Context: an optimization exercise on an open-source flow, tuned for small area, a short achievable clock period and few clock cycles per item. The choices shown serve that exercise and are no tape-out recipe. In this exercise RTL edits were held to simulation tests only and were not proved equivalent to the original. No activity file was given, so power comes from the tool's default toggle rates.

// assembly_source_tokenizer_top
module assembly_source_tokenizer_top (
  input  logic               clk_i,
  input  logic               rst_ni,
  input  logic               in_valid_i,
  output logic               in_ready_o,
  input  logic [8:0]         in_data_i,    
  output logic               out_valid_o,
  input  logic               out_ready_i,
  output logic [71:0]        out_data_o    
);
Size in the first run: ~150 flip-flops, ~9400 um2 of cells after synthesis.
==> flow/config.mk <==
export PLATFORM = sky130hd
export DESIGN_NAME = assembly_source_tokenizer_top
export DESIGN_NICKNAME = assembly_source_tokenizer_top
export VERILOG_FILES = /design/flow/design.v
export SDC_FILE = /design/flow/constraint.sdc
export NUM_CORES = 4
export LEC_CHECK = 0
export ABC_CLOCK_PERIOD_IN_PS = 3000
export CAP_MARGIN = 20
export CORE_MARGIN = 2
export CORE_UTILIZATION = 25
export PLACE_DENSITY = 0.5
export SETUP_SLACK_MARGIN = 4.5
export SLEW_MARGIN = 20
==> flow/constraint.sdc <==
create_clock -name core_clock -period 8.0 [get_ports {clk_i}]
set_input_delay 1.6000 -clock core_clock [delete_from_list [all_inputs] [get_ports {clk_i}]]
set_output_delay 1.6000 -clock core_clock [all_outputs]
set_load 0.01 [all_outputs]
run.sh (not shown) runs the stock make flow with config.mk's settings and CLKGATE_MAP_FILE= SYNTH_SCRIPT=/design/flow/synth_recipe.tcl, a recipe that flattens the netlist after the stock synthesis.
Testbench counts at the start, summed over its fixed seeds: cycles 45,137, bytes 43,768.
Change:
- ABC_CLOCK_PERIOD_IN_PS: 3000 -> not set
- SETUP_SLACK_MARGIN: 4.5 -> not set
The changed run completed without violations.
Via count went down by about 3.4%.
Total power drops by 6.8%.
First-iteration DRC count grows by about 4%.
Setup slack loses 0.98 ns.
Core utilization decreases by 1.7 points.
Clock-buffer cell count does not change.
Critical path depth drops by 4.
Synthesized cell count does not change.
Synthesized area does not change.
Change:
- SETUP_SLACK_MARGIN: not set -> 4.5
Outcome: Routed wire length went up by 3.8%. Die area stays the same. Fmax grows by 29%. Non-clock buffer count came out higher by 43. Core utilization came out higher by 1.7 points. Worst setup slack improved by 0.98 ns. Final cell count rises by 2.8%. Area after synthesis does not change. Design area grows by 5.6%. Worst hold slack barely changes. Clock skew goes down by 0.0056 ns.

========
== run A ==
assembly_source_tokenizer_top, a different RTL version from the one above (not shown whole).
For scale: roughly 130 flip-flops, roughly 87 I/O pins.
export LEC_CHECK = 0
export ABC_AREA = 1
export CAP_MARGIN = 20
export CORE_MARGIN = 2
export CORE_UTILIZATION = 25
export CTS_BUF_LIST = sky130_fd_sc_hd__clkbuf_8
export PLACE_DENSITY = 0.5
export SETUP_SLACK_MARGIN = 5
export SLEW_MARGIN = 20
create_clock -name core_clock -period 8.0 [get_ports {clk_i}]
standard.sh (not shown) runs the stock make flow with config.mk's settings and CLKGATE_MAP_FILE= SYNTH_SCRIPT=/design/flow/synth_recipe.tcl, a recipe that flattens the netlist after the stock synthesis.
==> flow/flow/run.sh <==
#!/bin/bash
# ORFS layout as the standard flow, with single-strength port buffers.
set -euo pipefail
W=$(pwd)
export BUFFER_PORTS_ARGS="-buffer_cell sky130_fd_sc_hd__buf_1"
make -C "$FLOW_HOME" DESIGN_CONFIG="$FLOW_CONFIG" WORK_HOME="$W/orfs" CLKGATE_MAP_FILE= \
  SYNTH_SCRIPT="$W/synth_recipe.tcl" CAP_MARGIN=20 CORE_MARGIN=2 CORE_UTILIZATION=25 \
  PLACE_DENSITY=0.5 SLEW_MARGIN=20 SETUP_SLACK_MARGIN=5 finish > "$W/make.log" 2>&1
: # left out here: write the final layout as DEF
Per the final summary, run A finished and its layout is clean on timing, DRC and antenna.
Testbench counts of run A, summed over its fixed seeds: cycles 45,176, bytes 43,768.
### run A -> run B
diff --git a/flow/config.mk b/flow/config.mk
--- a/flow/config.mk
+++ b/flow/config.mk
@@ -7,3 +7,2 @@
 export LEC_CHECK = 0
-export ABC_AREA = 1
 export CAP_MARGIN = 20
==> comparison <==
- Number of storage elements in the synthesis netlist: run B vs run A identical
- On run B: detailed-routed wire length on met3 is 0.67% higher than what run A gave.
- Average wire length per cell after detail routing (run B over run A): increase, about 18%
- Multi-input combinational cell count: run B < run A
- From run A to run B the numbers moved as follows: non-clock buffer count went up; final critical-path required period grew by 0.035 ns; signal arrival time at the worst endpoint now larger; met1 wire length lower.
> inputs changed (run B -> run C)
diff --git a/flow/config.mk b/flow/config.mk
--- a/flow/config.mk
+++ b/flow/config.mk
@@ -11,2 +11,4 @@
 export CTS_BUF_LIST = sky130_fd_sc_hd__clkbuf_8
+export CTS_CLUSTER_DIAMETER = 100
+export CTS_CLUSTER_SIZE = 32
 export PLACE_DENSITY = 0.5
Findings:
- Run B -> run C: number of buffers inserted by post-CTS setup repair delta 0, exact match
- Number of port buffers: run C vs run B identical
- Comparing run C with run B, the final cell count came out essentially unchanged.
- Reported for run C and run B, number of remaining DRC errors turned out identical to the last digit.
- Going from run B to run C, number of tap cells added at floorplan was more or less identical; global-route wire length before repair was more or less identical; count of hold-fix buffers inserted at cts was more or less identical.
- Taking run B as the reference, in run C total placed instance area level; power share of the combinational group level; overall power after layout level.

==> afterwards: timing with drivers on the ports <==
The results above use ideal ports. As a check the final layouts listed here were re-extracted and re-timed, cells and wires unchanged. Step 1: set_driving_cell puts a clkbuf_16 on clk_i and a buf_2 on each other input, an assumption about the parent block. Step 2 also shifts input and output timing later by t, the mid clock arrival at the registers, as if the neighbouring blocks saw the same clock. a / b / c = ideal ports / drivers / drivers and shift; a / b = the first two.
run	shift t [ns]	slack for setup (ns)	worst hold slack (ns)	pins driven straight from the clock port
the first run of note 1	0.484	4.601 / 4.601 / 4.163	0.473 / 0.473 / 0.473	1
the second run of note 1	0.475	3.620 / 3.620 / 3.337	0.473 / 0.473 / 0.473	1
the third run of note 1	0.484	4.601 / 4.601 / 4.163	0.473 / 0.473 / 0.473	1
run A	0.493	5.084 / 5.041 / 4.645	0.472 / 0.472 / 0.472	1
run B	0.474	5.048 / 5.048 / 4.597	0.478 / 0.478 / 0.478	1
run C	0.474	5.048 / 5.048 / 4.597	0.478 / 0.478 / 0.478	1
After both steps setup and hold are still met in every run listed.
